What follows belongs to an exercise in optimizing a design on an open flow for small area and a short achievable clock period; a production flow would make more cautious choices. RTL that was checked went through simulation tests only; none was proved equivalent to the original. Power figures rest on the tool's default switching activity, not on a simulated workload.

// execute_top
module execute_top
(
    input  wire logic              i_clk,
    input  wire logic              i_rst,
    input  wire logic              i_flush,
    input  wire logic [DATA_W-1:0] i_pc,
    input  wire logic [DATA_W-1:0] i_rs_data,
    input  wire logic [DATA_W-1:0] i_rt_data,
    input  wire logic [DATA_W-1:0] i_imm,        
    input  wire logic [REG_W-1:0]  i_rt,
    input  wire logic [REG_W-1:0]  i_rd,
    input  wire logic [WB_W-1:0]   i_wb_ctrl,
    input  wire logic [MEM_W-1:0]  i_mem_ctrl,
    input  wire logic [5:0]        i_ex_ctrl,    
    output logic      [DATA_W-1:0] o_alu_result,
    output logic                   o_alu_zero,
    output logic      [DATA_W-1:0] o_write_data,
    output logic      [REG_W-1:0]  o_write_reg,
    output logic      [WB_W-1:0]   o_wb_ctrl,
    output logic      [MEM_W-1:0]  o_mem_ctrl,
    output logic      [DATA_W-1:0] o_pc_branch
);
For scale: ~1,800 cells after synthesis, roughly 260 flip-flops, ~260 I/O pins, roughly 0.015 sq mm of cells after synthesis.
make LEC_CHECK=0 CAP_MARGIN=20 CORE_MARGIN=2 CORE_UTILIZATION=40 SETUP_SLACK_MARGIN=4.0 SLEW_MARGIN=20 finish   # period 6.0 ns
run.sh (not shown) runs the stock make flow with config.mk's settings and CLKGATE_MAP_FILE= SYNTH_SCRIPT=/design/flow/synth_recipe.tcl, a recipe that flattens the netlist after the stock synthesis.
The starting point completed with no timing, DRC or antenna violations.
Rerun with:
==> flow/flow/run.sh (new file) <==
#!/bin/bash
# The standard layout (the standard.sh: standard synthesis, floorplan,
# placement, CTS, routing), with one change: the buffers placed on the
# ports are the platform's smallest plain buffer, sky130_fd_sc_hd__buf_1,
# instead of the resizer's default pick (a 10 um2 delay buffer). Timing
# repair still upsizes any port buffer on a critical path.
set -euo pipefail
export BUFFER_PORTS_ARGS="-buffer_cell sky130_fd_sc_hd__buf_1"
bash standard.sh > standard.log 2>&1
==> flow/standard.sh (new file) <==
#!/bin/bash
# synth_recipe.tcl (not shown) runs the flow's synth.tcl, then flattens the netlist and writes it again
# the make line also repeats each setting of config.mk as NAME=value (left out here)
make -C /OpenROAD-flow-scripts/flow DESIGN_CONFIG=/design/flow/config.mk WORK_HOME=/design/flow/orfs CLKGATE_MAP_FILE= SYNTH_SCRIPT=/design/flow/synth_recipe.tcl "${@:-finish}"
--- a/flow/config.mk
+++ b/flow/config.mk
@@ -11 +11 @@
-export SETUP_SLACK_MARGIN = 4.0
+export SETUP_SLACK_MARGIN = 3.5
removed: flow/run.sh
Design area is lower by 17%.
Area after synthesis does not change.
Total power is lower by 7.0%.
Non-clock buffer count is lower by 124.
Clock-buffer cell count is lower by 2.
Routed wire length is lower by 13%.
Synthesized cell count does not change.
Sequential cell count stays the same.
Clock power is higher by about 4%.
Utilization is lower by 11 points.
No functional check of the RTL was part of any run of this note.

========
execute_top, a different RTL version from the one above (not shown whole).
Size in the first run: about 1600 cells after synthesis, ~260 I/O pins, roughly 14000 um2 of cells after synthesis.
Settings: LEC_CHECK=0, CAP_MARGIN=20, CORE_MARGIN=2, CORE_UTILIZATION=55, CTS_CLUSTER_DIAMETER=100, CTS_CLUSTER_SIZE=24, SETUP_SLACK_MARGIN=3.2, SLEW_MARGIN=20; clock period 6.0 ns.
standard.sh (not shown) runs the stock make flow with config.mk's settings and CLKGATE_MAP_FILE= SYNTH_SCRIPT=/design/flow/synth_recipe.tcl, a recipe that flattens the netlist after the stock synthesis.
==> flow/flow/run.sh <==
#!/bin/bash
# The standard layout (the standard.sh: standard synthesis, floorplan,
# placement, CTS, routing), with one change: the buffers placed on the
# ports are the platform's smallest plain buffer, sky130_fd_sc_hd__buf_1,
# instead of the resizer's default pick (a 10 um2 delay buffer). Timing
# repair still upsizes any port buffer on a critical path.
set -euo pipefail
export BUFFER_PORTS_ARGS="-buffer_cell sky130_fd_sc_hd__buf_1"
bash standard.sh > standard.log 2>&1
The baseline ran to the end with no violations.
==> next run, changes <==
Settings changed: CORE_UTILIZATION 55 to 40.
=> The changed run finished with timing, DRC and antenna clean. Setup slack degrades by 0.0076 ns. Die area grows by 36%. Area after synthesis is unchanged.

========
Starting RTL as in the previous note.
export LEC_CHECK = 0
export CAP_MARGIN = 20
export CORE_MARGIN = 2
export CORE_UTILIZATION = 40
export CTS_CLUSTER_DIAMETER = 100
export CTS_CLUSTER_SIZE = 24
export SETUP_SLACK_MARGIN = 3.35
export SLEW_MARGIN = 20
create_clock -name core_clock -period 6.0 [get_ports {i_clk}]
Scripts as last shown in full above: flow/flow/run.sh
The baseline produced a clean layout.
Change:
Settings changed: CORE_UTILIZATION 40 to 62, SETUP_SLACK_MARGIN 3.35 to 3.2.
Global-route usage is higher by 10 points.
Setup slack got worse by 140 ps.
Register-to-register slack got worse by 30 ps.
Change:
Settings changed: CORE_UTILIZATION 62 to 55, SETUP_SLACK_MARGIN 3.2 to 3.1.
The changed run produced a clean layout; power stays flat; critical path depth falls by 2; routed wire length falls by 1.7%; combinational power falls by about 5%.

-- separate check: timing with driven ports --
No port has a modelled driver above. Below, the same layouts with a new extraction and two added sets of constraints.
Step 1 sets driving cells, clkbuf_16 on the clock port and buf_2 on the other inputs (assumed; they add their load-dependent delay and slew).
Step 2 times the ports against the registers' clock, not the clock port: input delays grow and output delays shrink by t, the midpoint of the rising clock arrivals with the driver on.
Three values: ideal ports, drivers, drivers and shift; two values: the first two.
| run | t, ns | slack for setup (ns) | hold slack, ns | slew at the worst register clock pin (ns) | pins driven straight from the clock port |
|---|---|---|---|---|---|
| the first run of note 1 | 0.628 | 3.138 / 3.144 / 2.516 | 0.461 / 0.461 / 0.461 | 0.07 / 0.07 | 1 |
| the second run of note 1 | 0.637 | 3.282 / 3.309 / 2.673 | 0.445 / 0.445 / 0.445 | 0.07 / 0.07 | 1 |
| the first run of note 2 | 0.550 | 3.197 / 3.185 / 2.635 | 0.425 / 0.425 / 0.425 | 0.10 / 0.10 | 1 |
| the second run of note 2 | 0.564 | 3.189 / 3.214 / 2.650 | 0.401 / 0.401 / 0.401 | 0.11 / 0.11 | 1 |
| the first run of note 3 | 0.552 | 3.274 / 3.294 / 2.741 | 0.428 / 0.428 / 0.428 | 0.10 / 0.10 | 1 |
| the second run of note 3 | 0.547 | 3.138 / 3.152 / 2.605 | 0.406 / 0.406 / 0.406 | 0.11 / 0.11 | 1 |
| the third run of note 3 | 0.551 | 3.093 / 3.112 / 2.572 | 0.423 / 0.423 / 0.423 | 0.10 / 0.10 | 1 |
After both steps setup and hold are still met in every run listed. For the first run of note 1, which loses most, drivers alone change the setup slack by +0.006 ns; drivers and shift together by -0.622 ns.
